From an optimization exercise on the open Yosys and OpenROAD flow, aimed at small area; shortcuts taken in it are not production practice.
In this exercise RTL edits were held to simulation tests only and were not proved equivalent to the original.
Power figures rest on the tool's default switching activity, not on a simulated workload.

**flow/design.v**
```verilog
package pipeline_pkg;
    localparam logic [5:0] OP_RTYPE = 6'h00;
    localparam logic [5:0] OP_J     = 6'h02;
    localparam logic [5:0] OP_JAL   = 6'h03;
    localparam logic [5:0] OP_BEQ   = 6'h04;
    localparam logic [5:0] OP_BNE   = 6'h05;
    localparam logic [5:0] OP_ADDI  = 6'h08;
    localparam logic [5:0] OP_ADDIU = 6'h09;
    localparam logic [5:0] OP_SLTI  = 6'h0A;
    localparam logic [5:0] OP_ANDI  = 6'h0C;
    localparam logic [5:0] OP_ORI   = 6'h0D;
    localparam logic [5:0] OP_XORI  = 6'h0E;
    localparam logic [5:0] OP_LUI   = 6'h0F;
    localparam logic [5:0] OP_LW    = 6'h23;
    localparam logic [5:0] OP_SW    = 6'h2B;
    localparam logic [4:0] REG_ZERO = 5'd0;
    localparam logic [4:0] REG_RA   = 5'd31;
    localparam logic [5:0] BUBBLE_OPCODE = OP_RTYPE;
    localparam logic [4:0] BUBBLE_RD     = REG_ZERO;
    localparam logic [1:0] IMM_SIGN  = 2'd0;
    localparam logic [1:0] IMM_ZERO  = 2'd1;
    localparam logic [1:0] IMM_UPPER = 2'd2;
    localparam logic [1:0] DST_NONE = 2'd0;
    localparam logic [1:0] DST_RD   = 2'd1;
    localparam logic [1:0] DST_RT   = 2'd2;
    localparam logic [1:0] DST_RA   = 2'd3;
    function automatic logic [1:0] imm_kind(input logic [5:0] op);
        case (op)
            OP_ANDI, OP_ORI, OP_XORI: imm_kind = IMM_ZERO;
            OP_LUI:                   imm_kind = IMM_UPPER;
            default:                  imm_kind = IMM_SIGN;
        endcase
    endfunction
    function automatic logic [1:0] dst_sel(input logic [5:0] op);
        case (op)
            OP_RTYPE:                         dst_sel = DST_RD;
            OP_ADDI, OP_ADDIU, OP_SLTI,
            OP_ANDI, OP_ORI, OP_XORI,
            OP_LUI, OP_LW:                    dst_sel = DST_RT;
            OP_JAL:                           dst_sel = DST_RA;
            default:                          dst_sel = DST_NONE;
        endcase
    endfunction
    function automatic logic rt_is_source(input logic [5:0] op);
        case (op)
            OP_RTYPE, OP_SW, OP_BEQ, OP_BNE: rt_is_source = 1'b1;
            default:                         rt_is_source = 1'b0;
        endcase
    endfunction
endpackage
module regfile #(
    parameter int DATA_WIDTH = 32
) (
    input  logic                  clk,
    input  logic                  reset,
    input  logic                  we,
    input  logic [4:0]            waddr,
    input  logic [DATA_WIDTH-1:0] wdata,
    input  logic [4:0]            raddr_a,
    output logic [DATA_WIDTH-1:0] rdata_a,
    input  logic [4:0]            raddr_b,
    output logic [DATA_WIDTH-1:0] rdata_b
);
    logic [DATA_WIDTH-1:0] regs [32];
    logic                  wr_active;
    assign wr_active = we && (waddr != 5'd0);
    always_ff @(posedge clk) begin
        if (reset) begin
            for (int i = 0; i < 32; i++) begin
                regs[i] <= '0;
            end
        end else if (wr_active) begin
            regs[waddr] <= wdata;
        end
    end
    always_comb begin
        rdata_a = regs[raddr_a];
        if (raddr_a == 5'd0) begin
            rdata_a = '0;
        end else if (wr_active && (waddr == raddr_a)) begin
            rdata_a = wdata;
        end
    end
    always_comb begin
        rdata_b = regs[raddr_b];
        if (raddr_b == 5'd0) begin
            rdata_b = '0;
        end else if (wr_active && (waddr == raddr_b)) begin
            rdata_b = wdata;
        end
    end
endmodule
module id_stage #(
    parameter int DATA_WIDTH = 32,
    parameter int CNT_WIDTH  = 16
) (
    input  logic                  clk,
    input  logic                  reset,
    input  logic [31:0]           instr_in,
    input  logic                  wb_we,
    input  logic [4:0]            wb_rd,
    input  logic [DATA_WIDTH-1:0] wb_data,
    input  logic                  ex_mem_read,
    input  logic [4:0]            ex_rd,
    input  logic                  flush,
    output logic [5:0]            opcode_out,
    output logic [DATA_WIDTH-1:0] rs_data_out,
    output logic [DATA_WIDTH-1:0] rt_data_out,
    output logic [4:0]            rd_out,
    output logic [DATA_WIDTH-1:0] imm_out,
    output logic                  stall,
    output logic [CNT_WIDTH-1:0]  stall_count
);
    logic [5:0]            opcode;
    logic [4:0]            rs;
    logic [4:0]            rt;
    logic [4:0]            rd_field;
    logic [15:0]           imm16;
    logic [DATA_WIDTH-1:0] rs_data;
    logic [DATA_WIDTH-1:0] rt_data;
    logic [DATA_WIDTH-1:0] imm_dec;
    logic [4:0]            rd_dec;
    logic                  hazard;
    logic                  bubble;
    assign opcode   = instr_in[31:26];
    assign rs       = instr_in[25:21];
    assign rt       = instr_in[20:16];
    assign rd_field = instr_in[15:11];
    assign imm16    = instr_in[15:0];
    regfile #(
        .DATA_WIDTH (DATA_WIDTH)
    ) u_regfile (
        .clk     (clk),
        .reset   (reset),
        .we      (wb_we),
        .waddr   (wb_rd),
        .wdata   (wb_data),
        .raddr_a (rs),
        .rdata_a (rs_data),
        .raddr_b (rt),
        .rdata_b (rt_data)
    );
    always_comb begin
        imm_dec = DATA_WIDTH'(signed'(imm16));
        case (pipeline_pkg::imm_kind(opcode))
            pipeline_pkg::IMM_ZERO:  imm_dec = DATA_WIDTH'(imm16);
            pipeline_pkg::IMM_UPPER: imm_dec = DATA_WIDTH'({imm16, 16'h0000});
            default:   imm_dec = DATA_WIDTH'(signed'(imm16));
        endcase
    end
    always_comb begin
        rd_dec = pipeline_pkg::REG_ZERO;
        case (pipeline_pkg::dst_sel(opcode))
            pipeline_pkg::DST_RD:  rd_dec = rd_field;
            pipeline_pkg::DST_RT:  rd_dec = rt;
            pipeline_pkg::DST_RA:  rd_dec = pipeline_pkg::REG_RA;
            default: rd_dec = pipeline_pkg::REG_ZERO;
        endcase
    end
    assign hazard = ex_mem_read && (ex_rd != 5'd0) &&
                    ((ex_rd == rs) || (pipeline_pkg::rt_is_source(opcode) && (ex_rd == rt)));
    assign bubble = reset || flush || hazard;
    assign stall  = !reset && !flush && hazard;
    always_comb begin
        opcode_out  = opcode;
        rs_data_out = rs_data;
        rt_data_out = rt_data;
        rd_out      = rd_dec;
        imm_out     = imm_dec;
        if (bubble) begin
            opcode_out  = pipeline_pkg::BUBBLE_OPCODE;
            rs_data_out = '0;
            rt_data_out = '0;
            rd_out      = pipeline_pkg::BUBBLE_RD;
            imm_out     = '0;
        end
    end
    always_ff @(posedge clk) begin
        if (reset) begin
            stall_count <= '0;
        end else if (stall) begin
            stall_count <= stall_count + 1'b1;
        end
    end
endmodule
```
**flow/run.sh**
```bash
#!/bin/bash
# synth_recipe.tcl (not shown) runs the flow's synth.tcl, then flattens the netlist and writes it again
# the make line also repeats each setting of config.mk as NAME=value (left out here)
make -C /OpenROAD-flow-scripts/flow DESIGN_CONFIG=/design/flow/config.mk WORK_HOME=/design/flow/orfs CLKGATE_MAP_FILE= SYNTH_SCRIPT=/design/flow/synth_recipe.tcl finish
```
**flow/config.mk**
```make
export PLATFORM = sky130hd
export DESIGN_NAME = id_stage
export DESIGN_NICKNAME = id_stage
export VERILOG_FILES = /design/flow/design.v
export SDC_FILE = /design/flow/constraint.sdc
export NUM_CORES = 4
export LEC_CHECK = 0
export CAP_MARGIN = 20
export CORE_MARGIN = 2
export CORE_UTILIZATION = 40
export SLEW_MARGIN = 20
```
**flow/constraint.sdc**
```tcl
create_clock -name core_clock -period 8.0 [get_ports {clk}]
set_input_delay 1.6000 -clock core_clock [delete_from_list [all_inputs] [get_ports {clk}]]
set_output_delay 1.6000 -clock core_clock [all_outputs]
set_load 0.01 [all_outputs]
```
==> results.yml <==
route:
  drt_iter0_markers: 5079
  dr.pass1.iters: 6
  vias: 37296
  postRouteAntennaNets: 0
  routedWlPerCell_um: 32.0
  vias_per_cell: 6.15
  wl_um: 194000
  drc: 0
timing:
  hold_violations: 0
  finClkSkew_ns: 0.00941
  holdWs_ns: 0.475
  fmax_mhz: 144
  rsz0062_at_grt: "false"
  worstMarginPinSlew_ns: 1.19
  period_share: 0.871
  finalSetupViolations: 0
  min_period_ns: 6.97
  slew_viol_final: 0
  fin_tns_setup_ns: 0
  max-slew-margin-rel: 0.201
logic_synthesis:
  synthTopCellsByCount: "edfxtp_1 (1024), and2_1 (1010), mux4_2 (494)"
  ys_top_cells_by_area: "edfxtp_1 (54%), mux4_2 (20%), and2_1 (11%)"
  synth_edf_count: 1024
  async_reset_ff_frac: 0
  synth_most_common_cell: "edfxtp_1"
  netlist-cell-type-count: 52
  yosysTopAreaCellShare: 0.542
  synth_seq_cells: 1040
  avgSynthCellArea_um2: 14.3
  netlist_instances: 3969
  ys_warn_count: 2
  yosys.area.top_type: "edfxtp_1"
  synth_flop_cell: "edfxtp_1"
  syn_area_mm2: 0.0567
  synth_seq_area_share: 0.548
power_and_ir_drop:
  p_per_area_mw_per_mm2: 202
  leakage_nw: 21.8
  peakVddDrop_mv: 0.174
layout:
  regArea_mm2: 0.0311
  area_growth_pct: 15.1
  layout-drive-gt1-share: 0.229
  nets: 4160
  n_fill_cell: 12425
  final_util: 0.463
  multiInputGateArea_mm2: 0.0246
cts:
  cts_sinks: 1040
  cts_resized: 0
  numCtsBuffers: 113
  cts_tree: "built"
  cts_hold_buffers: 0
  clockBufferDepth: 3
  htree_levels: 3
  post_cts_buffers: 0
  clk_pin_slew_ns: 0.06
  clk_latency_ns: 0.74
  cts_root_buffer: "clkbuf_16"
grt:
  first_global_vias: 37067
  antenna_found_initial: 8
  grt_pass1_wl_um: 275000
  grtUsageTotal: 0.265
  grt_max_degree: 78
  overflow: 0
placement:
  gp_congestion: 0.848
  post-dp-hpwl_um: 113000
  port_buffers: 202
floorplanning:
  dieArea_mm2: 0.145
  die_x_um: 381
  die_h_um: 381
  io_pins: 203
  start_util: 0.402
  rows: 138
  coreArea_mm2: 0.141
critical_path:
  start_kind: "input port"
  cpMostUsedCell: "nor3_1"
  cpPeakStageDelay_ns: 1.00
  crit_arrival_ns: 5.37
  crit_type: "in -> out"
  crit_fanout: 21
  path_cells: "clkdlybuf4s50_1, or3_1, nor3_1, nor3_2, buf_4, nor3_1, nor3_1, clkdlybuf4s50_1"
  cp-end-kind: "primary output"
  cp_slowest_cell: "nor3_1"
  r2r_slack_ns: 6.08
  crit_required_ns: 6.40
hold_path:
  hold_path_class: "reg -> reg"
outcome:
  status: "finished clean"
flow_run:
  maxCapViolCount: 0
==> placed cells by master (no fill, tap or decap), types with 40 or more instances in the layout <==
cell             count
nor3_1             124
clkdlybuf4s50_1    185
nor2b_1            114
nor2_1              74
and2_1            1010
o21ai_0             64
a211oi_1           153
clkbuf_16          115
buf_4              164
edfxtp_1          1024
mux4_2             494
a21oi_1             40
mux2i_1            114
a22oi_1             62
==> per-layer routing <==
layer	track usage	part of all wire
met4	0.0953	0.038
met3	0.0613	0.10
met2	0.405	0.45
met5	0	0.000062
met1	0.371	0.41
==> report_power, final <==
part           leakage [nW]  internal (mW)  switching, mW
combinational          10.2          0.725          0.996
sequential             9.88           6.28          0.140
clock                  1.71           2.82           2.25
total                  21.8           9.83           3.39
==> kinds of logic after synthesis <==
family                   synth area share
AO/OA/AOI/OAI                      0.0465
adder cells (fa/ha/maj)          0.000662
AND/OR/NAND/NOR                     0.153
multiplexers                        0.217
XOR/XNOR                          0.00340
flip-flops                          0.548
buffers and inverters              0.0321
other                           0.0000661
==> critical path: cells and delay by family <==
family,cells,cell delay [ns]
buffers and inverters,3,1.39
and+or+nand+nor,5,2.35
==> area by class of cell <==
cell class / count / share of cell area
Clock buffer: 141 / 0.0463
Sequential cell: 1040 / 0.476
Inverter: 8 / 0.000460
Antenna cell: 4 / 0.000153
Clock inverter: 67 / 0.00726
Timing Repair Buffer: 392 / 0.0577
Tap cell: 1890 / 0.0362
Multi-Input combinational cell: 2523 / 0.376
==> through the flow <==
stage	std cells	power [mW]	setup WS, ns	cell area [um2]
2_1_floorplan	4000	7.49	2.75	56900
3_3_place_gp	5845	8.21	1.01	61700
3_5_place_dp	5851	8.23	1.12	61800
4_1_cts	6059	13.2	1.09	65300
5_1_grt	6061	13.6	0.913	65300
6_report	6065	13.2	1.03	65300
==> sequential cells by signal, indices dropped and copies added (netlist names) <==
signal / flops
u_regfile.regs: 1024
stall_count: 16
==> final timing paths <==
path / start / to / cells after the start
worst max-delay path: wb_rd[2] / rs_data_out[13] / 8
worst min-delay path: stall_count[15] / stall_count[15] / 1
worst max register to register: stall_count[3] / stall_count[14] / 6
worst min register to register: stall_count[15] / stall_count[15] / 1

[port drivers added, routing unchanged]
In the flow no input, the clock included, has a driving cell. The finished layout below was timed again as built, in two steps.
Step 1 sets driving cells, clkbuf_16 on the clock port and buf_2 on the other inputs (assumed; they add their load-dependent delay and slew).
Step 2 adds t to the input delays and takes it off the output delays; t is the mean of the earliest and latest rising clock arrival at the registers after step 1. Input paths then give back, and output paths get back, about the clock's delay inside the block.
Slacks: ideal ports / drivers / drivers and shift; pairs: ideal ports / drivers.
t, ns: 0.804
setup slack, ns: 1.033 / 0.984 / 0.984
worst data-port slew with drivers (ns): 0.07
After both steps setup and hold are still met in this run. For this run, drivers alone change the setup slack by -0.049 ns; drivers and shift together by -0.049 ns.
